Context: an optimization exercise on an open-source flow, tuned for small area and a short achievable clock period. The choices shown serve that exercise and are no tape-out recipe.
At most, simulation tests tie the RTL to the original design; equivalence was not proved.
For runs 1 and 2, only the layout was checked, not whether the RTL still works.
Power and IR drop assume default switching activity.

`config.mk`:
```
export PLATFORM = sky130hd
export DESIGN_NAME = committed_store_buffer
export DESIGN_NICKNAME = committed_store_buffer
export VERILOG_FILES = /design/flow/design.v
export SDC_FILE = /design/flow/constraint.sdc
export NUM_CORES = 8
export LEC_CHECK = 0
export CAP_MARGIN = 20
export CORE_MARGIN = 2
export CORE_UTILIZATION = 40
export CTS_BUF_LIST = sky130_fd_sc_hd__clkbuf_8
export SETUP_SLACK_MARGIN = 3
export SLEW_MARGIN = 20
```
`constraint.sdc`:
```
create_clock -name core_clock -period 10.0 [get_ports {clk}]
set_input_delay 2.0000 -clock core_clock [delete_from_list [all_inputs] [get_ports {clk}]]
set_output_delay 2.0000 -clock core_clock [all_outputs]
set_load 0.01 [all_outputs]
```
`design.v`:
```
module committed_store_buffer #(
  parameter  int COMMIT_WIDTH = 4,
  parameter  int DEPTH        = 8,
  localparam int CNT_W        = $clog2(DEPTH) + 1
) (
  input  logic                         clk,
  input  logic                         rst,
  input  logic [COMMIT_WIDTH-1:0]      in_valid,
  input  logic [COMMIT_WIDTH*32-1:0]  in_addr,
  input  logic [COMMIT_WIDTH*32-1:0]  in_data,
  input  logic [COMMIT_WIDTH*4-1:0]   in_be,
  output logic [CNT_W-1:0]             free_slots,
  output logic                         empty,
  output logic                         overflow,
  output logic                         mem_req_valid,
  output logic [31:0]                  mem_req_addr,
  output logic [31:0]                  mem_req_data,
  output logic [3:0]                   mem_req_be,
  input  logic                         mem_req_ready,
  input  logic [31:0]                  ld_addr,
  output logic [3:0]                   fwd_mask,
  output logic [31:0]                  fwd_data
);
  logic [2:0] tail_q;
  logic [3:0] free_q;
  logic       ovf_q;
  logic [2:0] head;
  logic       empty_w;
  assign head    = tail_q + free_q[2:0];
  assign empty_w = free_q[3];
  logic [2:0] off1, off2, off3, pc;
  assign off1 = {2'b0, in_valid[0]};
  assign off2 = off1 + {2'b0, in_valid[1]};
  assign off3 = off2 + {2'b0, in_valid[2]};
  assign pc   = off3 + {2'b0, in_valid[3]};
  logic accept, fire;
  assign accept = ({1'b0, pc} <= free_q);
  assign fire   = !empty_w && mem_req_ready;
  always_ff @(posedge clk) begin
    if (rst) begin
      tail_q <= 3'd0;
      free_q <= 4'd8;
      ovf_q  <= 1'b0;
    end else begin
      if (accept) tail_q <= tail_q + pc;
      free_q <= free_q - (accept ? {1'b0, pc} : 4'd0) + {3'd0, fire};
      if (!accept) ovf_q <= 1'b1;
    end
  end
  logic [2:0] dst0, dst1, dst2, dst3;
  assign dst0 = tail_q;
  assign dst1 = tail_q + off1;
  assign dst2 = tail_q + off2;
  assign dst3 = tail_q + off3;
  logic [67:0] wp [4];
  for (genvar j = 0; j < 4; j++) begin : g_wp
    logic s0, s1, s2, s3;
    assign s0 = in_valid[0] && (dst0[1:0] == 2'(j));
    assign s1 = in_valid[1] && (dst1[1:0] == 2'(j));
    assign s2 = in_valid[2] && (dst2[1:0] == 2'(j));
    assign s3 = in_valid[3] && (dst3[1:0] == 2'(j));
    assign wp[j] = ({68{s0}} & {in_be[3:0],   in_data[31:0],   in_addr[31:0]})
                 | ({68{s1}} & {in_be[7:4],   in_data[63:32],  in_addr[63:32]})
                 | ({68{s2}} & {in_be[11:8],  in_data[95:64],  in_addr[95:64]})
                 | ({68{s3}} & {in_be[15:12], in_data[127:96], in_addr[127:96]});
  end
  logic [67:0] ent [8];
  for (genvar i = 0; i < 8; i++) begin : g_ent
    logic we;
    assign we = accept && ((in_valid[0] && dst0 == 3'(i)) ||
                           (in_valid[1] && dst1 == 3'(i)) ||
                           (in_valid[2] && dst2 == 3'(i)) ||
                           (in_valid[3] && dst3 == 3'(i)));
    always_ff @(posedge clk)
      if (we) ent[i] <= wp[i % 4];
  end
  logic [67:0] hd [9];
  assign hd[0] = '0;
  for (genvar i = 0; i < 8; i++) begin : g_head
    logic hs;
    assign hs = !empty_w && (head == 3'(i));
    assign hd[i+1] = hd[i] | ({68{hs}} & ent[i]);
  end
  assign mem_req_addr  = hd[8][31:0];
  assign mem_req_data  = hd[8][63:32];
  assign mem_req_be    = hd[8][67:64];
  assign free_slots    = free_q;
  assign empty         = empty_w;
  assign overflow      = ovf_q;
  assign mem_req_valid = !empty_w;
  logic [7:0] tl1h;
  logic [7:0] live;
  logic [7:0] match;
  for (genvar i = 0; i < 8; i++) begin : g_match
    logic [2:0] rel;
    assign tl1h[i]  = (tail_q == 3'(i));
    assign rel      = 3'(i) - tail_q;
    assign live[i]  = ({1'b0, rel} >= free_q);
    assign match[i] = live[i] && (ent[i][31:2] == ld_addr[31:2]);
  end
  logic [7:0] yng [8];
  for (genvar i = 0; i < 8; i++) begin : g_yng
    for (genvar j = 0; j < 8; j++) begin : g_j
      if (j == i) begin : g_self
        assign yng[i][j] = 1'b0;
      end else begin : g_other
        localparam int D = (j - i + 8) % 8;
        logic [7:0] rng;
        for (genvar e = 0; e < 8; e++) begin : g_e
          assign rng[e] = (e >= 1 && e <= D) ? tl1h[(i + e) % 8] : 1'b0;
        end
        assign yng[i][j] = ~|rng;
      end
    end
  end
  for (genvar b = 0; b < 4; b++) begin : g_byte
    logic [7:0] vb;
    logic [7:0] acc [9];
    for (genvar i = 0; i < 8; i++) begin : g_vb
      assign vb[i] = match[i] & ent[i][64 + b];
    end
    assign acc[0] = '0;
    for (genvar i = 0; i < 8; i++) begin : g_sel
      logic sel;
      assign sel      = vb[i] && !(|(vb & yng[i]));
      assign acc[i+1] = acc[i] | ({8{sel}} & ent[i][32 + 8*b +: 8]);
    end
    assign fwd_mask[b]        = |vb;
    assign fwd_data[8*b +: 8] = acc[8];
  end
  logic unused_ld_lo;
  assign unused_ld_lo = ^ld_addr[1:0];
endmodule
```
`run.sh`:
```
#!/bin/bash
# synth_recipe.tcl (not shown) runs the flow's synth.tcl, then flattens the netlist and writes it again
# the make line also repeats each setting of config.mk as NAME=value (left out here)
make -C /OpenROAD-flow-scripts/flow DESIGN_CONFIG=/design/flow/config.mk WORK_HOME=/design/flow/orfs CLKGATE_MAP_FILE= SYNTH_SCRIPT=/design/flow/synth_recipe.tcl finish
```
==> notes.md, run 1 <==
- Status: complete, no violations
- Post-synth EDFFs: about 540
- Max Cap Violations: 0
- GR Overflow Total: 0
- CTS Buf Count: 95
- Finished Cell Area: approximately 44000 um2
- Total global-route track usage: 0.3956
- H-tree Lvls: 3
- Worst setup SP type: input port
- IO Count: 422
- Crit-path max FO: 7
- Hold Crit Class: flop to flop
- Met1 GRT Util: 0.5252
- Chip Width: just under 300 um
- CTS tree: yes
- Max Buffers Root-to-Sink: 3
- Final Skew: about 0.042 ns
- Routability cong.: about 1.0
- Req. time, crit path: 8.00 ns
- RSZ-0062 raised after global routing: yes
- Tightest Pin Transition: between 1 and 1.5 ns
- PnR worst setup slack: 2.833 ns
- Leakage: between 0.015 and 0.02 uW
- Drt wl/cell: 37.69 um
- CP Capture Type: output pin
- CP max stage delay: between 0.5 and 0.6 ns
- Met2 capacity usage during global routing: 0.5844
- Clock sink count: around 550
- Placed Instance Area: approximately 39000 um2
- Final setup vio count: 0
- Fin cells: 4708
- CORE AREA: between 80000 and 90000 um2
- DRT Pass-1 Iters: 9
- Critical-path top delay cell: or4_4
- Hold-fix buffers at CTS: 0
- Max Slew Vio Count: 0
- Initial antenna violation count: 11
- Inst Count DP: 4405
- Starting Density: 0.4027
- Full die area: between 80000 and 90000 um2
- Critical path class: input port to output pin
- First-pass GRT wire length: around 240000 um
- Area growth syn-to-layout: 31.24%
- Met3 Use GR: 0.1228
- Share of cells above drive strength 1: 0.1967
- Clock root buffer: clkbuf_8
- Bufs and invs on worst path: 5
- Max VDD drop: 0.0004290 V
- Antenna viol nets, final: 0
- Site Rows: roughly 110
- Vias in the first global route: roughly 33000
- Final Total Pwr: between 10000 and 15000 uW
- Sequential area share after synthesis: 0.4911
- Slew margin rel.: 0.2487
- Avg Inst Size Synth: approximately 11 um2
- Largest net degree at the start of global routing: between 60 and 70
- Worst EP arrival: between 5 and 6 ns
- Worst path cell trace: buf_16, xor2_4, nor4_4, nand4_1, buf_6, buf_6, or4_4, o21bai_4, a2111oi_4, buf_4, a22o_1, a211oi_1, nand4_1, clkdlybuf4s15_2
- Synthesized Nets: roughly 3400
- Yosys Warn Count: 9
- Via count: approximately 34000
- Busiest grt layer: met2
- DR vias/cell: 7.284
- Final min period: about 7.2 ns
- CTS clk-pin slew, worst paths: around 0.06 ns
- Post-Place Worst Slack: 1.024 ns
- Setup TNS: 0 ns
- Top_reg_cell synth: edfxtp_1
- Cells after Synth: between 3000 and 4000
- Die Span Y: around 290 um
- DP HPWL: 115100 um
- Fraction of registers with async set/reset: 0
- First DRT Iteration DRCs: 6287
- Synth unique cells: between 90 and 100
- Fmax: between 0.1 and 0.15 GHz
- P per Cell Area: 321.2 nW/um2
- Fin. Hold Viols: 0
- Skew-Pair Late Insertion Delay: 0.72 ns
- Syn Std Cell Area: between 30000 and 40000 um2
- Final nets: just under 4000
- Seq cells post-synth: 552
- Routed wire length: 177400 um
- Delay-heaviest family, CP: simple AND/OR/NAND/NOR gates
- Period Utilization, post-route: 0.7168
- PortBufs: 419
- DRC Markers: 0
per-layer routing:
metal | up-vias | share of wire
met2 | 3336 | 0.43
met4 | 6 | 0.055
li1 | 13450 | -
met5 | - | 0.00023
met1 | 16820 | 0.37
met3 | 682 | 0.14
metrics by stage:
stage	util	hold slack (ns)
3_5_place_dp	0.4698	0.4798
6_report	0.5285	0.4834
2_1_floorplan	-	0.5029
3_3_place_gp	0.4698	0.4554
4_1_cts	0.5172	0.4952
5_1_grt	0.5284	0.5147
area by class of cell:
class | instances | area, um2
clock buffers | 95 | 1308
inverters | 68 | 266.5
fillers | 7174 | 39340
multi-input cells | 2185 | 18070
clock inverters | 79 | 471.7
well taps | 1080 | 1351
repair buffers | 646 | 6108
diodes | 3 | 7.507
flip-flops and latches | 552 | 16500
final timing paths:
| kind | from | endpoint | slack [ns] | depth (start not counted) |
|---|---|---|---|---|
| worst max register to register | tail_q[0] | ent[2][54] | 5.47 | 9 |
| worst min register to register | ovf_q | ovf_q | 0.48 | 2 |
| worst min-delay path | ovf_q | ovf_q | 0.48 | 2 |
| worst max-delay path | ld_addr[27] | fwd_data[10] | 2.83 | 14 |
synth_stat cells (19+ instances only):
cell / count / share of area
nor4_1: 49 / 0.0091
a32oi_1: 19 / 0.0050
ha_1: 47 / 0.018
buf_1: 20 / 0.0022
xor2_1: 140 / 0.037
buf_2: 37 / 0.0055
nor2_1: 62 / 0.0069
xnor2_1: 109 / 0.028
a22oi_1: 635 / 0.14
a22o_1: 78 / 0.020
inv_1: 67 / 0.0075
o2111ai_1: 30 / 0.0078
and3_1: 43 / 0.0080
nand3_1: 66 / 0.0098
a21oi_1: 42 / 0.0063
nand4_1: 114 / 0.021
nand2_1: 314 / 0.035
edfxtp_1: 544 / 0.49
a221o_1: 70 / 0.021
clkbuf_1: 179 / 0.020
a221oi_1: 37 / 0.0096
placed cells by master (no fill, tap or decap), types with 77 or more instances in the layout:
master,Yosys,final
inv_1,67,98
xor2_1,140,111
nand2_1,314,309
buf_4,6,185
edfxtp_1,544,544
clkbuf_8,0,95
a22o_1,78,77
a22oi_1,635,633
nand4_1,114,114
clkdlybuf4s50_1,0,357
where the power goes:
| part | leakage, uW | internal [uW] | total, uW | switching (uW) |
|---|---|---|---|---|
| clock network | 0.00103 | 997 | 1970 | 975 |
| registers | 0.00522 | 4220 | 5010 | 784 |
| logic | 0.00957 | 2150 | 7180 | 5030 |
flip-flops by register name, indices dropped and copies added, names as in the netlist:
| register | flops |
|---|---|
| free_q | 4 |
| ent | 544 |
| tail_q | 3 |
| ovf_q | 1 |
worst reg2reg max path, delay by kind of cell, from the launching register on:
family                     cells  cell delay, ns
adders and majority gates      2            0.84
DFF                            1            0.30
AOI/OAI and AO/OA              2            0.46
and+or+nand+nor                3            1.70
buffers and inverters          2            0.81
repair_timing:
| action | in CTS | in global routing |
|---|---|---|
| pin swaps | 115 | 86 |
| setup buffers | 88 | 33 |
| setup endpoints to repair | 103 | 63 |
| gates resized for setup | 533 | 127 |
| endpoints found under the hold margin | 0 | 0 |
| gates cloned | 2 | 2 |
logic make-up (layout without fill, tap and decap cells):
kind of cell | Yosys count | after routing | synth area share
XOR/XNOR | 249 | 249 | 0.06492
other | 0 | 3 | 0
AO/OA/AOI/OAI | 1078 | 1078 | 0.2546
flip-flops | 552 | 552 | 0.4911
AND/OR/NAND/NOR | 784 | 786 | 0.1253
buffers and inverters | 311 | 888 | 0.03702
multiplexers | 18 | 18 | 0.005363
adder cells (fa/ha/maj) | 54 | 54 | 0.02168
==> run 2, diff against run 1 <==
--- a/config.mk
+++ b/config.mk
@@ -8,6 +8,6 @@
 export CAP_MARGIN = 20
 export CORE_MARGIN = 2
 export CORE_UTILIZATION = 40
-export CTS_BUF_LIST = sky130_fd_sc_hd__clkbuf_8
+export CTS_BUF_LIST = sky130_fd_sc_hd__clkbuf_4
 export SETUP_SLACK_MARGIN = 3
 export SLEW_MARGIN = 20
==> run 2 against run 1 <==
Compared with the run above: setup slack better by 0.011 ns; utilization down 0.19 points; sequential share of layout area up 0.14 points; die area unchanged; synthesized cell count unchanged; global-route usage up 0.51 points; critical path depth unchanged; final cell count up 1.9%; highest routed layer unchanged.
==> notes.md, run 2 <==
- Clock sink count: between 500 and 600
- Worst r2r path cells: 9
- PnR worst setup slack: 2.844 ns
- Filler cell count in the final layout: around 7300
- DRT Pass-1 Iters: 7
- Critical-path top delay cell: a222oi_1
- Die Span Y: approximately 290 um
- Leakage: around 0.016 uW
- Yosys Warn Count: 9
- GR Overflow Total: 0
- Top flop regs: ent: 544 flops, free_q: 4 flops, tail_q: 3 flops
- Final min period: just over 7 ns
- Fraction of registers with async set/reset: 0
- Final Skew: between 0.08 and 0.09 ns
- Worst path cell trace: buf_4, xnor2_4, nand4_1, nor4_2, buf_4, nor3b_4, buf_4, buf_4, and3_1, a2111oi_2, buf_4, a222oi_1, o2111ai_2, buf_2
- Critical path class: input port to output pin
- Crit-path max FO: 9
- Total global-route track usage: 0.4007
- Synth unique cells: 94
- Syn Std Cell Area: around 34000 um2
- Delay-heaviest family, CP: buffers and inverters
- Register with the most flip-flops: ent
- IO Count: ~420
- CTS Buf Count: 149
- CORE AREA: between 80000 and 90000 um2
- First-pass GRT wire length: between 200000 and 250000 um
- Hold path depth: 2
- Commonest non-fill, non-tap cell in the layout: a22oi_1
- PortBufs: 419
- Cell with the most instances after synthesis: a22oi_1
- R2r endpoint: ent[2][59]
- Max Buffers Root-to-Sink: 3
- Post-layout utilization of the core: 0.5265
- CP Capture Type: output pin
- DRC Markers: 0
- R2R Setup Slk: between 5 and 6 ns
- Top post-synthesis cells by count: a22oi_1 (635), edfxtp_1 (544), nand2_1 (314)
- Via count: 34750
- Share of cells above drive strength 1: 0.2177
- Largest net degree at the start of global routing: 69
- RSZ-0062 raised after global routing: yes
- Starting Density: 0.4027
- Status: complete, no violations
- Seq cells post-synth: ~550
- Top_reg_cell synth: edfxtp_1
- DP HPWL: around 120000 um
- Max Slew Vio Count: 0
- Req. time, crit path: around 8 ns
- Tightest Pin Transition: around 1.3 ns
- Synthesized Nets: between 3000 and 4000
- Site Rows: 106
- Max Cap Violations: 0
- Worst setup SP type: input port
- CTS tree: yes
- Initial antenna violation count: 11
- P per Cell Area: ~320 nW/um2
- Setup TNS: 0 ns
- Min-delay src: ovf_q
- Routability cong.: approximately 1.0
- Drt wl/cell: roughly 37 um
- Number of flip-flops in the largest register: approximately 540
- H-tree Lvls: 4
- Period Utilization, post-route: 0.7156
- Max VDD drop: roughly 0.00033 V
- DR vias/cell: between 7 and 8
- Yosys top cell area share: 0.4863
- Register area: roughly 16000 um2
- Antenna viol nets, final: 0
- Area of the multi-input gates: 17840 um2
- Fin. Hold Viols: 0
- Worst R2R Start: tail_q[0]
- Area contributors post-synth: edfxtp_1 (49%), a22oi_1 (14%), xor2_1 (3.7%)
- Fmax: 0.1397 GHz
- First DRT Iteration DRCs: about 6200
- Bufs and invs on worst path: 6
- Vias in the first global route: 34150
- CTS clk-pin slew, worst paths: 0.06 ns
- Hold worst-path end: ovf_q
- Final nets: around 4000
- Sequential area share after synthesis: 0.4911
- Worst EP arrival: slightly above 5 ns
- Post-Place Worst Slack: approximately 1.0 ns
- Cells after Synth: about 3000
- Most frequent cells in the layout: a22oi_1 (633), edfxtp_1 (544), clkdlybuf4s50_1 (356)
- Post-synth EDFFs: approximately 540
- Hold-fix buffers at CTS: 0
- Crit path top cell by count: buf_4
- Hold WS: 0.4838 ns
- CP max stage delay: 0.35 ns
- Area growth syn-to-layout: 30.76%
- Avg Inst Size Synth: between 10 and 15 um2
- Full die area: approximately 86000 um2
- Slew margin rel.: 0.1184
- Clock root buffer: clkbuf_4
- Chip Width: 293.8 um
- Post-synth top area cell: edfxtp_1
- Hold Crit Class: flop to flop
- Skew-Pair Late Insertion Delay: 1.00 ns
- Final setup vio count: 0
- Routed wire length: around 180000 um
## run 2: report_power, final
part / switching, uW / total [uW] / internal, uW
Combinational: 5090 / 7290 / 2200
Clock: 978 / 1970 / 988
Sequential: 766 / 4990 / 4220
## run 2: final cells by class
class | instances | area share
Tap cell | 1080 | 0.03076
Multi-Input combinational cell | 2186 | 0.4061
Clock buffer | 202 | 0.03452
Timing Repair Buffer | 654 | 0.1403
Antenna cell | 4 | 0.0002279
Inverter | 68 | 0.006153
Sequential cell | 552 | 0.3756
Clock inverter | 50 | 0.006324
## run 2: repair_timing
item	CTS	global route
cloned	3	1
pin swaps	110	61
gates resized for setup	534	87
setup buffers	95	36
setup endpoints to repair	103	37
## run 2: worst min-delay path: cells and delay by family (launching register included)
family / cells / cell delay, ns
DFF: 1 / 0.34
and+or+nand+nor: 2 / 0.12
## run 2: layer usage
metal / vias up / global-route usage / wire length, um
met1: 16980 / 0.5204 / 65400
li1: 13650 / - / -
met4: 8 / 0.2094 / 10090
met5: - / 0.006807 / 113
met2: 3391 / 0.5876 / 76710
met3: 714 / 0.1393 / 26610
## run 2: logic make-up after synthesis
kind of cell / Yosys count / synth area share
fa+ha+maj: 54 / 0.02168
simple gates: 784 / 0.1253
buf+inv: 311 / 0.03702
mux: 18 / 0.005363
compound gates: 1078 / 0.2546
xor+xnor: 249 / 0.06492
flops: 552 / 0.4911
## run 2: per-stage QoR
step | total power, uW | instance area [um2] | cells
floorplan | 7941 | 33600 | 3046
CTS | 13770 | 43170 | 4755
global route | 14540 | 43920 | 4794
detailed placement | 11370 | 39200 | 4405
finish | 14250 | 43920 | 4796
global placement | 11270 | 39200 | 4405
## run 2: worst max path at each step
stage	from	cells after the start	slack, ns	endpoint
2_1_floorplan	in_valid[0]	9	1.95	ent[7][0]
3_3_place_gp	ld_addr[18]	13	1.02	fwd_data[16]
3_5_place_dp	ld_addr[18]	13	1.02	fwd_data[16]
4_1_cts	ld_addr[21]	15	2.91	fwd_data[16]
5_1_grt	ld_addr[18]	14	2.79	fwd_data[5]
6_report	ld_addr[3]	14	2.84	fwd_data[5]
==> run 3, diff against run 2 <==
--- a/design.v
+++ b/design.v
@@ -59,10 +59,14 @@
     assign s1 = in_valid[1] && (dst1[1:0] == 2'(j));
     assign s2 = in_valid[2] && (dst2[1:0] == 2'(j));
     assign s3 = in_valid[3] && (dst3[1:0] == 2'(j));
-    assign wp[j] = ({68{s0}} & {in_be[3:0],   in_data[31:0],   in_addr[31:0]})
-                 | ({68{s1}} & {in_be[7:4],   in_data[63:32],  in_addr[63:32]})
-                 | ({68{s2}} & {in_be[11:8],  in_data[95:64],  in_addr[95:64]})
-                 | ({68{s3}} & {in_be[15:12], in_data[127:96], in_addr[127:96]});
+    for (genvar k = 0; k < 68; k++) begin : g_bit
+      logic [3:0] x;
+      assign x[0] = k < 32 ? in_addr[k]      : k < 64 ? in_data[k - 32]      : in_be[k - 64];
+      assign x[1] = k < 32 ? in_addr[32 + k] : k < 64 ? in_data[32 + k - 32] : in_be[4 + k - 64];
+      assign x[2] = k < 32 ? in_addr[64 + k] : k < 64 ? in_data[64 + k - 32] : in_be[8 + k - 64];
+      assign x[3] = k < 32 ? in_addr[96 + k] : k < 64 ? in_data[96 + k - 32] : in_be[12 + k - 64];
+      csb_ao4 u_ao (.s({s3, s2, s1, s0}), .x(x), .y(wp[j][k]));
+    end
   end
   logic [67:0] ent [8];
   for (genvar i = 0; i < 8; i++) begin : g_ent
@@ -75,11 +79,13 @@
       if (we) ent[i] <= wp[i % 4];
   end
   logic [67:0] hd [9];
-  assign hd[0] = '0;
+  logic [7:0]  hs;
   for (genvar i = 0; i < 8; i++) begin : g_head
-    logic hs;
-    assign hs = !empty_w && (head == 3'(i));
-    assign hd[i+1] = hd[i] | ({68{hs}} & ent[i]);
+    assign hs[i] = !empty_w && (head == 3'(i));
+  end
+  for (genvar k = 0; k < 68; k++) begin : g_hbit
+    csb_ao8 u_ao (.s(hs), .x({ent[7][k], ent[6][k], ent[5][k], ent[4][k],
+                              ent[3][k], ent[2][k], ent[1][k], ent[0][k]}), .y(hd[8][k]));
   end
   assign mem_req_addr  = hd[8][31:0];
   assign mem_req_data  = hd[8][63:32];
@@ -90,13 +96,13 @@
   assign mem_req_valid = !empty_w;
   logic [7:0] tl1h;
   logic [7:0] live;
-  logic [7:0] match;
+  logic [7:0] eq;
   for (genvar i = 0; i < 8; i++) begin : g_match
     logic [2:0] rel;
-    assign tl1h[i]  = (tail_q == 3'(i));
-    assign rel      = 3'(i) - tail_q;
-    assign live[i]  = ({1'b0, rel} >= free_q);
-    assign match[i] = live[i] && (ent[i][31:2] == ld_addr[31:2]);
+    assign tl1h[i] = (tail_q == 3'(i));
+    assign rel     = 3'(i) - tail_q;
+    assign live[i] = ({1'b0, rel} >= free_q);
+    csb_eq30 u_eq (.a(ent[i][31:2]), .b(ld_addr[31:2]), .eq(eq[i]));
   end
   logic [7:0] yng [8];
   for (genvar i = 0; i < 8; i++) begin : g_yng
@@ -114,20 +120,66 @@
     end
   end
   for (genvar b = 0; b < 4; b++) begin : g_byte
-    logic [7:0] vb;
-    logic [7:0] acc [9];
-    for (genvar i = 0; i < 8; i++) begin : g_vb
-      assign vb[i] = match[i] & ent[i][64 + b];
+    logic [7:0] kb, sel;
+    for (genvar i = 0; i < 8; i++) begin : g_k
+      assign kb[i] = live[i] & ent[i][64 + b];
     end
-    assign acc[0] = '0;
     for (genvar i = 0; i < 8; i++) begin : g_sel
-      logic sel;
-      assign sel      = vb[i] && !(|(vb & yng[i]));
-      assign acc[i+1] = acc[i] | ({8{sel}} & ent[i][32 + 8*b +: 8]);
+      logic [6:0] eo, ko, yo;
+      for (genvar e = 1; e < 8; e++) begin : g_o
+        assign eo[e-1] = eq[(i + e) % 8];
+        assign ko[e-1] = kb[(i + e) % 8];
+        assign yo[e-1] = yng[i][(i + e) % 8];
+      end
+      csb_sel u_sel (.eqi(eq[i]), .ki(kb[i]), .eo(eo), .ko(ko), .yo(yo), .sel(sel[i]));
     end
-    assign fwd_mask[b]        = |vb;
-    assign fwd_data[8*b +: 8] = acc[8];
+    csb_or8 u_mask (.s(eq), .x(kb), .y(fwd_mask[b]));
+    for (genvar k = 0; k < 8; k++) begin : g_dbit
+      csb_ao8 u_ao (.s(sel), .x({ent[7][32 + 8*b + k], ent[6][32 + 8*b + k],
+                                 ent[5][32 + 8*b + k], ent[4][32 + 8*b + k],
+                                 ent[3][32 + 8*b + k], ent[2][32 + 8*b + k],
+                                 ent[1][32 + 8*b + k], ent[0][32 + 8*b + k]}),
+                    .y(fwd_data[8*b + k]));
+    end
   end
   logic unused_ld_lo;
   assign unused_ld_lo = ^ld_addr[1:0];
 endmodule
+module csb_ao4 (
+  input  logic [3:0] s,
+  input  logic [3:0] x,
+  output logic       y
+);
+  assign y = |(s & x);
+endmodule
+module csb_ao8 (
+  input  logic [7:0] s,
+  input  logic [7:0] x,
+  output logic       y
+);
+  assign y = |(s & x);
+endmodule
+module csb_or8 (
+  input  logic [7:0] s,
+  input  logic [7:0] x,
+  output logic       y
+);
+  assign y = |(s & x);
+endmodule
+module csb_eq30 (
+  input  logic [29:0] a,
+  input  logic [29:0] b,
+  output logic        eq
+);
+  assign eq = (a == b);
+endmodule
+module csb_sel (
+  input  logic       eqi,
+  input  logic       ki,
+  input  logic [6:0] eo,
+  input  logic [6:0] ko,
+  input  logic [6:0] yo,
+  output logic       sel
+);
+  assign sel = eqi & ki & ~|(eo & ko & yo);
+endmodule
--- a/config.mk
+++ b/config.mk
@@ -8,6 +8,8 @@
 export CAP_MARGIN = 20
 export CORE_MARGIN = 2
 export CORE_UTILIZATION = 40
-export CTS_BUF_LIST = sky130_fd_sc_hd__clkbuf_4
+export CTS_CLUSTER_DIAMETER = 100
+export CTS_CLUSTER_SIZE = 20
 export SETUP_SLACK_MARGIN = 3
 export SLEW_MARGIN = 20
+export SYNTH_HIERARCHICAL = 1
==> run 3 against run 2 <==
Compared with the run above: via count decreased by 9.0%; die area shrank 4.9%; first-iteration DRC count decreased by 20%; register-to-register slack better by 0.66 ns; global-route usage fell by 5.5 points; power down 12%; flip-flop and latch count unchanged; clock-buffer cell count shrank 162; critical endpoint is now fwd_data[8]; largest cell class is now flip-flops and latches; largest power group unchanged.
==> notes.md, run 3 <==
- Top flop regs: ent: 544 flops, free_q: 4 flops, tail_q: 3 flops
- Filler cell count in the final layout: 6972
- Placed Instance Area: between 30000 and 40000 um2
- Vias in the first global route: approximately 31000
- Switching part of the total: 0.4582
- Max Cap Violations: 0
- CTS clk-pin slew, worst paths: roughly 0.070 ns
- Hold Crit Class: flop to flop
- Seq cells post-synth: 552
- Area contributors post-synth: edfxtp_1 (51%), a22oi_1 (23%), xor2_1 (4.6%)
- Total global-route track usage: 0.3453
- Starting Density: 0.4043
- Slew margin rel.: 0.2340
- Skew-Pair Late Insertion Delay: roughly 0.6 ns
- Die Span Y: about 290 um
- Area of the multi-input gates: roughly 16000 um2
- R2r endpoint: ent[3][6]
- Worst R2R Start: tail_q[0]
- Post-synth EDFFs: between 500 and 600
- Register with the most flip-flops: ent
- Clock sink count: between 500 and 600
- Chip Width: between 200 and 300 um
- Final nets: 3776
- Final min period: about 7.0 ns
- Full die area: a little over 80000 um2
- CTS tree: yes
- Crit-path max FO: 18
- Post-layout utilization of the core: 0.5120
- Yosys top cell area share: 0.5115
- Clock power share: 0.117
- Worst setup SP type: input port
- Initial antenna violation count: 10
- GR Overflow Total: 0
- Worst EP arrival: approximately 5 ns
- Synthesized Nets: ~3200
- Int Pwr: between 6000 and 7000 uW
- Final Skew: between 0.02 and 0.025 ns
- Top_reg_cell synth: edfxtp_1
- Drt wl/cell: 32.90 um
- First-pass GRT wire length: about 210000 um
- H-tree Lvls: 2
- Post-synth top area cell: edfxtp_1
- Commonest non-fill, non-tap cell in the layout: a22oi_1
- Fmax: 0.1424 GHz
- PortBufs: 419
- Yosys Warn Count: 13
- Final Total Pwr: roughly 12000 uW
- Sw Pwr: ~5700 uW
- DR vias/cell: roughly 7.1
- Routed wire length: roughly 150000 um
- Synth unique cells: between 40 and 50
- Comb pwr share: 0.497
- Period Utilization, post-route: 0.7021
- Number of flip-flops in the largest register: between 500 and 600
- Min-delay src: ovf_q
- Critical path class: input port to output pin
- Sequential area share after synthesis: 0.5165
- DRT Pass-1 Iters: 9
- Share of cells above drive strength 1: 0.1017
- Routability cong.: 0.9473
- Max Buffers Root-to-Sink: 3
- First DRT Iteration DRCs: approximately 4900
- Hold path depth: 1
- Syn Std Cell Area: roughly 32000 um2
- Top post-synthesis cells by count: a22oi_1 (966), edfxtp_1 (544), nand2_1 (298)
- Antenna viol nets, final: 0
- Via count: about 32000
- Flop pwr share: 0.386
- Leakage: 0.01408 uW
- Most frequent cells in the layout: a22oi_1 (947), edfxtp_1 (544), clkdlybuf4s50_1 (357)
- Hold WS: around 0.55 ns
- CORE AREA: 79000 um2
- Cells after Synth: 2842
- Final setup vio count: 0
- Clock root buffer: clkbuf_16
- RSZ-0062 raised after global routing: yes
- Fin. Hold Viols: 0
- Avg Inst Size Synth: ~11 um2
- Largest net degree at the start of global routing: 69
- P per Cell Area: between 300 and 400 nW/um2
- Hold worst-path end: ovf_q
- Register area: between 15000 and 20000 um2
- Area growth syn-to-layout: 26.66%
- Tightest Pin Transition: ~1.1 ns
- DRC Markers: 0
- Finished Cell Area: between 40000 and 50000 um2
- IO Count: between 400 and 500
- Req. time, crit path: around 8.0 ns
- CP Capture Type: output pin
- Worst r2r path cells: 8
- Max VDD drop: 0.0002948 V
- Cell with the most instances after synthesis: a22oi_1
- Fraction of registers with async set/reset: 0
- DP HPWL: roughly 95000 um
- Hold-fix buffers at CTS: 0
- CTS Buf Count: 35
- R2R Setup Slk: just under 6 ns
- Setup TNS: 0 ns
- Site Rows: around 100
- Max Slew Vio Count: 0
- Status: complete, no violations
## run 3: cell types whose count changed after synthesis, sizes merged, moves of 28 or more
cell,previous run,this run
clkbuf,179,7
a22o,78,0
nand4,117,160
a221oi,38,2
buf,64,7
o2111ai,32,0
a22oi,636,966
a31oi,13,71
a21oi,44,16
nand3,66,140
a221o,70,0
## run 3: cell type report
class                   count  share of cell area
inverters                  45            0.004176
flip-flops and latches    552              0.4078
repair buffers            546              0.1305
well taps                1050             0.03248
clock buffers              40             0.02264
multi-input cells        2231              0.3999
diodes                      6           0.0003712
clock inverters             7            0.002072
## run 3: worst max path at each step
| stage | start | endpoint | slack (ns) | depth (start not counted) |
|---|---|---|---|---|
| 2_1_floorplan | in_valid[0] | ent[0][0] | 2.75 | 6 |
| 3_3_place_gp | ld_addr[20] | fwd_data[8] | 1.11 | 11 |
| 3_5_place_dp | ld_addr[20] | fwd_data[23] | 1.11 | 11 |
| 4_1_cts | ld_addr[26] | fwd_data[12] | 3.00 | 12 |
| 5_1_grt | ld_addr[9] | fwd_data[25] | 2.93 | 15 |
| 6_report | ld_addr[23] | fwd_data[8] | 2.98 | 14 |
## run 3: power groups by stage
stage	sequential [uW]	combinational, uW	clock [uW]
after CTS	4800	6020	1480
after detailed placement	4850	5910	0
after floorplan	4730	2990	0
final	4830	6210	1460
after global placement	4800	5790	0
after global routing	4930	6470	1550
## run 3: metal layers
| layer | wire length, um | up-vias | part of all wire | GRT usage |
|---|---|---|---|---|
| li1 | - | 13040 | - | - |
| met1 | 57190 | 15630 | 0.39 | 0.4682 |
| met2 | 67370 | 2484 | 0.46 | 0.5458 |
| met3 | 16450 | 460 | 0.11 | 0.05962 |
| met4 | 6250 | 4 | 0.042 | 0.1473 |
| met5 | 20 | - | 0.00014 | 0 |
## run 3: critical path, cell delays in order
cell     delay [ns]
buf_2          0.18
xor2_1         0.19
nor4_2         0.45
nand4_1        0.32
nor4_4         0.25
buf_6          0.17
buf_12         0.17
and3_1         0.17
a31oi_1        0.05
nand4_1        0.23
nor2_4         0.12
a22oi_1        0.18
nand4_1        0.27
buf_2          0.24
## run 3: through the flow
stage	instances	setup slack (ns)
2_1_floorplan	2842	2.748
3_3_place_gp	4387	1.109
3_5_place_dp	4388	1.112
4_1_cts	4460	3.004
5_1_grt	4477	2.925
6_report	4477	2.979
## run 3: repair_timing
action | in CTS | in global routing
gates cloned | 4 | 1
pin swaps | 41 | 52
setup buffers | 21 | 10
endpoints found under the setup margin | 88 | 42
resized for setup | 273 | 79
## run 3: kinds of logic after synthesis
kind of cell | Yosys count | share of synthesized area
and+or+nand+nor | 850 | 0.1348
adders and majority gates | 54 | 0.02304
buffers and inverters | 59 | 0.007444
DFF | 552 | 0.5165
muxes | 2 | 0.0006269
xor gates and xnor gates | 254 | 0.06966
AOI/OAI and AO/OA | 1071 | 0.2479
## run 3: Yosys stat by module (local to each module, per instance)
module,cells,times used,flip-flops and latches
committed_store_buffer,866,1,552
csb_ao4,3,272,0
csb_ao8,5,100,0
csb_eq30,40,8,0
csb_or8,5,4,0
csb_sel,10,32,0
==> run 4, diff against run 3 <==
==> flow/run.sh (new file) <==
#!/bin/bash
# The standard layout (standard.sh, unchanged synthesis and steps), with
# the port buffers that global placement inserts made sky130_fd_sc_hd__buf_1
# instead of the default pick. Every port still gets its own buffer.
set -euo pipefail
export BUFFER_PORTS_ARGS="-buffer_cell sky130_fd_sc_hd__buf_1"
bash standard.sh > standard_make.log 2>&1
==> standard.sh (new file) <==
#!/bin/bash
# synth_recipe.tcl (not shown) runs the flow's synth.tcl, then flattens the netlist and writes it again
# the make line also repeats each setting of config.mk as NAME=value (left out here)
make -C /OpenROAD-flow-scripts/flow DESIGN_CONFIG=/design/flow/config.mk WORK_HOME=/design/flow/orfs CLKGATE_MAP_FILE= SYNTH_SCRIPT=/design/flow/synth_recipe.tcl "${@:-finish}"
removed: run.sh
==> run 4 against run 3 <==
Compared with the run above: still clean; largest cell class unchanged; critical path depth is 3 lower; synthesized area stayed put; sequential power hardly changed; hold slack better by 0.037 ns; clock skew is 0.0034 ns lower; sequential share of layout area is 3.3 points higher; routed wire length is 3.6% lower; final cell count is 0.47% lower; critical endpoint is now fwd_data[17]; synthesized cell count stayed put.
==> notes.md, run 4 <==
- Status: complete, no violations
- Top Layer Used: met5
- Setup TNS: 0 ns
- CP Capture Type: output pin
- Hold worst-path end: ovf_q
- Slew margin rel.: 0.2221
- Final Skew: about 0.019 ns
- Site Rows: slightly above 100
- Max Slew Vio Count: 0
- Critical path class: input port to output pin
- Chip Width: about 290 um
- Top_reg_cell synth: edfxtp_1
- First DRT Iteration DRCs: about 5100
- Starting Density: 0.4043
- Number of flip-flops in the largest register: roughly 540
- Hold path depth: 1
- Fin. Hold Viols: 0
- Cells after Synth: about 2800
- Drt wl/cell: 31.87 um
- Register with the most flip-flops: ent
- GR Overflow Total: 0
- DRC Markers: 0
- Final setup vio count: 0
- Fmax: 0.1424 GHz
- Metal3 WL: approximately 19000 um
- Worst R2R Start: tail_q[0]
- Period Utilization, post-route: 0.7022
- Area growth syn-to-layout: 17.24%
- Seq cells post-synth: 552
- Post-synth EDFFs: approximately 540
- Commonest non-fill, non-tap cell in the layout: a22oi_1
- PnR worst setup slack: ~3.0 ns
- Tightest Pin Transition: approximately 1.2 ns
- CTS tree: yes
- Worst EP arrival: roughly 5 ns
- Fin cells: approximately 4500
- Bufs and invs on worst path: 3
- Clock sink count: 552
- Clock root buffer: clkbuf_16
- Min-delay src: ovf_q
- Share of cells above drive strength 1: 0.07645
- Req. time, crit path: roughly 8 ns
- Max VDD drop: 0.0002985 V
- Post-synth top area cell: edfxtp_1
- Synth unique cells: 43
- Sequential area share after synthesis: 0.5165
- Hold-fix buffers at CTS: 0
- Yosys top cell area share: 0.5115
- Final nets: approximately 3700
- R2R Setup Slk: roughly 5.3 ns
- Yosys Warn Count: 13
- Total global-route track usage: 0.3338
- First-pass GRT wire length: about 200000 um
- Final min period: 7.022 ns
- Critical-path top delay cell: nor2_2
- Full die area: around 80000 um2
- Top post-synthesis cells by count: a22oi_1 (966), edfxtp_1 (544), nand2_1 (298)
- Max Cap Violations: 0
- CORE AREA: 79000 um2
- CTS Buf Count: 34
- Routability cong.: about 1
- Fraction of registers with async set/reset: 0
- DR vias/cell: roughly 6.9
- Via count: about 31000
- Hold Crit Class: flop to flop
- Crit-path max FO: 8
- H-tree Lvls: 2
- Most frequent cells in the layout: a22oi_1 (965), edfxtp_1 (544), buf_1 (399)
- Area contributors post-synth: edfxtp_1 (51%), a22oi_1 (23%), xor2_1 (4.6%)
- Avg Inst Size Synth: about 11 um2
- Routed wire length: ~140000 um
- Worst path cell trace: buf_2, xor2_1, nor4_4, nand4_1, nor4_4, buf_6, nand4_1, nor2_2, a22oi_1, nand4_1, buf_1
- Top flop regs: ent: 544 flops, free_q: 4 flops, tail_q: 3 flops
- Met2 WL post-DR: roughly 63000 um
- Syn Std Cell Area: ~32000 um2
- P per Cell Area: between 300 and 400 nW/um2
- Largest net degree at the start of global routing: a little under 60
- Crit path top cell by count: nand4_1
- Hold WS: roughly 0.59 ns
- Delay-heaviest family, CP: simple AND/OR/NAND/NOR gates
- DP HPWL: 89180 um
- Leakage: between 0.01 and 0.015 uW
- DRT Pass-1 Iters: 9
- Cell with the most instances after synthesis: a22oi_1
- R2r endpoint: ent[6][15]
- Antenna viol nets, final: 0
- CP max stage delay: approximately 0.64 ns
- CTS clk-pin slew, worst paths: around 0.09 ns
- RSZ-0062 raised after global routing: yes
- Post-Place Worst Slack: 1.926 ns
- Max Buffers Root-to-Sink: 3
- Synthesized Nets: about 3200
- PortBufs: roughly 420
- Skew-Pair Late Insertion Delay: 0.58 ns
- IO Count: 422
- M1 WL: 54670 um
- Die Span Y: approximately 290 um
- Worst r2r path cells: 9
- Worst setup SP type: input port
- Vias in the first global route: ~30000
- Inst Count DP: approximately 4400
- Initial antenna violation count: 29
-- run 4: cell count changes in the layout (fill, tap and decap cells not counted), sizes merged --
| cell | change |
|---|---|
| clkdlybuf4s50 | -357 |
| dlygate4sd2 | -12 |
| buf | +365 |
| clkbuf | -14 |
| bufinv | +1 |
| dlymetal6s2s | -1 |
| diode | +12 |
| bufbuf | -2 |
| inv | -2 |
| clkdlybuf4s15 | -9 |
| clkinv | -2 |
-- run 4: per-stage QoR --
stage	instance area (um2)	utilization	power, uW
after floorplan	32120	-	7722
after CTS	37220	0.4711	11750
after global routing	37440	0.4739	12440
after detailed placement	35790	0.4531	10270
after global placement	35780	0.4529	10200
final	37440	0.4739	11970
-- run 4: final cells by class --
type	instances	area [um2]
Fill cell	7334	41560
Sequential cell	552	16500
Multi-Input combinational cell	2231	16030
Timing Repair Buffer	516	2406
Tap cell	1050	1314
Clock buffer	40	915.9
Inverter	45	168.9
Clock inverter	4	62.56
Antenna cell	18	45.04
-- run 4: cells by family (layout without fill, tap and decap cells) --
logic type                 count (synthesis)  after routing  synth area share
AOI/OAI and AO/OA                       1071           1071            0.2479
and+or+nand+nor                          850            850            0.1348
DFF                                      552            552            0.5165
xor gates and xnor gates                 254            254           0.06966
buffers and inverters                     59            605          0.007444
adders and majority gates                 54             54           0.02304
muxes                                      2              2         0.0006269
other                                      0             18                 0
-- run 4: how the worst max path moves through the flow --
stage | from | endpoint | slack (ns) | cells after the start
6_report | ld_addr[20] | fwd_data[17] | 2.98 | 11
5_1_grt | ld_addr[9] | fwd_data[17] | 2.92 | 15
4_1_cts | ld_addr[9] | fwd_data[17] | 3.01 | 14
3_5_place_dp | ld_addr[20] | fwd_data[17] | 1.93 | 11
3_3_place_gp | ld_addr[20] | fwd_data[17] | 1.96 | 11
2_1_floorplan | in_valid[0] | ent[0][0] | 2.75 | 6
-- run 4: per-module statistics from Yosys (local to each module, per instance) --
module                  times used  cell area [um2]  cells inside  flip-flops and latches
committed_store_buffer           1            18650           866                     552
csb_sel                         32            55.05            10                       0
csb_ao4                        272            18.77             3                       0
csb_eq30                         8            330.3            40                       0
csb_ao8                        100            36.28             5                       0
csb_or8                          4            36.28             5                       0
-- run 4: where the power goes --
group / leakage (uW) / internal [uW] / switching (uW)
sequential: 0.00525 / 4240 / 558
clock: 0.000478 / 682 / 773
combinational: 0.00695 / 1450 / 4270
-- run 4: timing repair --
action | in CTS | in global routing
gates resized for setup | 101 | 30
endpoints found under the setup margin | 35 | 54
pin swaps | 9 | 16
buffers inserted | 8 | 2
-- run 4: worst reg2reg max path: stages (launching register included) --
cell and delay [ns]:
dfxtp_1 0.32, buf_4 0.21, ha_1 0.21, ha_1 0.41, nor3b_4 0.22, buf_4 0.39
buf_4 0.81, a22oi_1 0.27, a31oi_4 0.70, buf_4 0.76
-- run 4: layer usage --
metal / vias up / global-route usage
met5: - / 0
met3: 391 / 0.08450
met1: 15100 / 0.4512
met4: 20 / 0.1249
met2: 2425 / 0.5165
li1: 12980 / -

[re-timing with driven ports]
The results above use ideal ports. As a check the final layouts listed here were re-extracted and re-timed, cells and wires unchanged. Step 1 (the two cells are an assumption about what drives the block):
set clk [get_ports {clk}]
set_driving_cell -lib_cell sky130_fd_sc_hd__clkbuf_16 $clk
set_driving_cell -lib_cell sky130_fd_sc_hd__buf_2 [delete_from_list [all_inputs] $clk]
Step 2 adds t to the input delays and takes it off the output delays; t is the mean of the earliest and latest rising clock arrival at the registers after step 1. Input paths then give back, and output paths get back, about the clock's delay inside the block. a / b / c = no drivers / after step 1 / after step 2; a / b = the first two.
run	shift t [ns]	setup slack, ns	worst register clock-pin slew, ns
run 1	0.768	2.832 / 2.739 / 2.739	0.07 / 0.07
run 2	1.038	2.844 / 2.781 / 2.609	0.08 / 0.08
run 3	0.649	2.979 / 2.917 / 2.577	0.09 / 0.09
run 4	0.645	2.978 / 2.957 / 2.957	0.09 / 0.09
After both steps setup and hold are still met in every run listed. The setup slack of run 3, which loses most, moves by -0.062 ns with the drivers and by -0.402 ns with both steps.
